Source: an optimization exercise on an open RTL-to-GDS flow (aim: small area, a short achievable clock period and few clock cycles). Production flows keep margins and buffers that such runs may drop. The RTL was checked by simulation tests, not by an equivalence proof against the original design.

## npu_ctrl
module npu_ctrl #(
    parameter int unsigned N     = 4,
    parameter int unsigned KTAPS = 3
) (
    input  logic        clk,
    input  logic        rst_n,
    input  logic        npu_start_matrix_mul,
    input  logic        npu_start_conv,
    output logic        npu_done,
    output logic        busy,
    input  logic [63:0] a_base,
    input  logic [63:0] b_base,
    input  logic [63:0] c_base,
    output logic        mem_req,
    output logic        mem_we,
    output logic [63:0] mem_addr,
    output logic [63:0] mem_wdata,
    input  logic        mem_ready,
    input  logic        mem_rvalid,
    input  logic [63:0] mem_rdata
);
    logic        run_q, done_q, busy_q;
    logic        conv_q;              
    logic [63:0] ab_q, bb_q, cb_q;    
    logic start;
    assign start = npu_start_matrix_mul || npu_start_conv;
    function automatic logic [2:0] lastrd(input logic conv, input logic [3:0] e);
        lastrd = conv ? 3'd2 : (e[1:0] == 2'd3 && e[3:2] != 2'd3) ? 3'd7 : 3'd3;
    endfunction
    function automatic logic reload(input logic conv, input logic [3:0] e);
        reload = !conv && e[1:0] == 2'd3 && e[3:2] != 2'd3;
    endfunction
    logic        req_q, we_q;
    logic [63:0] addr_q;
    logic        ipre_q, ifin_q, iwr_q, iend_q;
    logic [3:0]  ie_q;
    logic [2:0]  is_q;
    logic        d_rd_q, d_wr_q;
    logic [1:0]  d_base_q;            
    logic [3:0]  d_off_q;
    logic        wvalid_q;
    logic [63:0] wdata_q;
    logic        accf_q;              
    logic        xfer;
    logic        n_pre, n_fin, n_wr, n_end;
    logic [3:0]  n_e;
    logic [2:0]  n_s;
    always_comb begin
        n_pre = ipre_q;
        n_fin = ifin_q;
        n_wr  = iwr_q;
        n_end = iend_q;
        n_e   = ie_q;
        n_s   = is_q;
  ...
For scale: about 390 I/O pins.
export LEC_CHECK = 0
export CAP_MARGIN = 20
export CORE_MARGIN = 2
export CORE_UTILIZATION = 40
export SLEW_MARGIN = 20
create_clock -name core_clock -period 11.0 [get_ports {clk}]
standard.sh (not shown) runs the stock make flow with config.mk's settings and CLKGATE_MAP_FILE= SYNTH_SCRIPT=/design/flow/synth_recipe.tcl, a recipe that flattens the netlist after the stock synthesis.
==> flow/flow/run.sh <==
#!/bin/bash
bash standard.sh SETUP_SLACK_MARGIN=8 \
  "BUFFER_PORTS_ARGS=-buffer_cell sky130_fd_sc_hd__buf_2" \
  "CTS_ARGS=-sink_clustering_enable -repair_clock_nets -dont_use_dummy_load -buf_list {sky130_fd_sc_hd__clkbuf_4 sky130_fd_sc_hd__clkbuf_8}" \
  finish > standard.log 2>&1
The first run went through all stages and came out clean.
Testbench counts at the start, summed over its fixed seeds: cycles 7,988.
Then changed:
==> flow/flow/run.sh (replaced) <==
#!/bin/bash
bash standard.sh SETUP_SLACK_MARGIN=7.3 \
  "BUFFER_PORTS_ARGS=-buffer_cell sky130_fd_sc_hd__buf_2" \
  "CTS_ARGS=-sink_clustering_enable -repair_clock_nets -dont_use_dummy_load" \
  finish > standard.log 2>&1
CORE_UTILIZATION = 68   (was 40)
Result:
- final area shrinks by 15%
- global-route usage grows by 13 points
- synthesized area stays the same
- sequential cell count stays the same
- synthesized cell count stays the same
Then changed:
==> flow/flow/run.sh (replaced) <==
#!/bin/bash
bash standard.sh SETUP_SLACK_MARGIN=7.3 \
  "BUFFER_PORTS_ARGS=-buffer_cell sky130_fd_sc_hd__buf_1" \
  "CTS_ARGS=-sink_clustering_enable -repair_clock_nets -dont_use_dummy_load -sink_clustering_size 30 -sink_clustering_max_diameter 80" \
  finish > standard.log 2>&1
Effect: The new run produced a clean layout; design area shrinks by 1.5%; worst hold slack is better by 8.7 ps.

== job 101 ==
npu_ctrl again, from the RTL that the note above started with.
Settings: LEC_CHECK=0, CAP_MARGIN=20, CORE_MARGIN=2, CORE_UTILIZATION=68, SLEW_MARGIN=20; clock period 11.0 ns.
==> flow/flow/run.sh <==
#!/bin/bash
bash standard.sh SETUP_SLACK_MARGIN=7.3 \
  "BUFFER_PORTS_ARGS=-buffer_cell sky130_fd_sc_hd__buf_2" \
  "CTS_ARGS=-sink_clustering_enable -repair_clock_nets -dont_use_dummy_load -sink_clustering_size 30 -sink_clustering_max_diameter 80" \
  finish > standard.log 2>&1
Having completed the whole flow, job 101 delivered a layout that passed the timing, DRC and antenna checks.
Testbench counts of job 101, summed over its fixed seeds: cycles 7,988.
Setup changes, job 101 to job 102
==> flow/flow/run.sh <==
#!/bin/bash
bash standard.sh SETUP_SLACK_MARGIN=7.3 \
  "BUFFER_PORTS_ARGS=-buffer_cell sky130_fd_sc_hd__buf_2" \
  "CTS_ARGS=-sink_clustering_enable -repair_clock_nets -dont_use_dummy_load" \
  finish > standard.log 2>&1
diff --git a/flow/config.mk b/flow/config.mk
--- a/flow/config.mk
+++ b/flow/config.mk
@@ -10 +10 @@
-export CORE_UTILIZATION = 68
+export CORE_UTILIZATION = 55
- Job 102 ended with less combined global-route utilization of all metal layers than job 101.
- In job 102, detailed-routing iteration count for the pre-antenna-repair pass is lower than in job 101.
- End of the critical path: cut_q[60]$_DFF_P_ -> job 101, addr_q[50]$_DFFE_PP_ -> job 102
## Diff of input files: job 103 against job 102
diff --git a/flow/flow/run.sh b/flow/flow/run.sh
--- a/flow/flow/run.sh
+++ b/flow/flow/run.sh
@@ -2 +2 @@
-bash standard.sh SETUP_SLACK_MARGIN=7.3 \
+bash standard.sh SETUP_SLACK_MARGIN=7.15 \
diff --git a/flow/config.mk b/flow/config.mk
--- a/flow/config.mk
+++ b/flow/config.mk
@@ -10 +10 @@
-export CORE_UTILIZATION = 55
+export CORE_UTILIZATION = 68
==> summary.txt <==
On smallest hold slack, job 103 and job 102 are basically level. Compared to job 102, job 103 has period utilization 1.4 points higher. Job 102: PASS, flow complete, no timing, DRC or antenna violations. Having completed the whole flow, job 103 delivered a layout that passed the timing, DRC and antenna checks. Cmp job 103 and job 102 / die height / lower: job 103. Per the comparison of job 103 with job 102, cell count decreased 4.7%; highest clock rate decreased about 4%; routed wire length decreased 20 mm.

port drivers added, routing unchanged:
In the flow no input, the clock included, has a driving cell. The finished layouts below were timed again as built, in two steps.
Step 1 (the two cells are an assumption about what drives the block):
set clk [get_ports {clk}]
set_driving_cell -lib_cell sky130_fd_sc_hd__clkbuf_16 $clk
set_driving_cell -lib_cell sky130_fd_sc_hd__buf_2 [delete_from_list [all_inputs] $clk]
Step 2 times the ports against the registers' clock, not the clock port: input delays grow and output delays shrink by t, the midpoint of the rising clock arrivals with the driver on.
a / b / c = ideal / step 1 / step 2; a / b = the first two.
run | shift t [ns] | setup slack, ns | worst register clock-pin slew, ns
the first run of note 1 | 1.022 | 7.075 / 6.988 / 6.930 | 0.07 / 0.07
the second run of note 1 | 0.823 | 7.236 / 7.212 / 6.614 | 0.07 / 0.07
the third run of note 1 | 0.760 | 7.216 / 7.216 / 6.570 | 0.12 / 0.12
job 101 | 0.776 | 7.250 / 7.228 / 6.739 | 0.11 / 0.11
job 102 | 0.835 | 7.240 / 7.238 / 6.678 | 0.07 / 0.07
job 103 | 0.786 | 7.090 / 7.090 / 6.546 | 0.06 / 0.06
After both steps setup and hold are still met in every run listed. For the third run of note 1, which loses most, drivers alone change the setup slack by 0.000 ns; drivers and shift together by -0.646 ns.
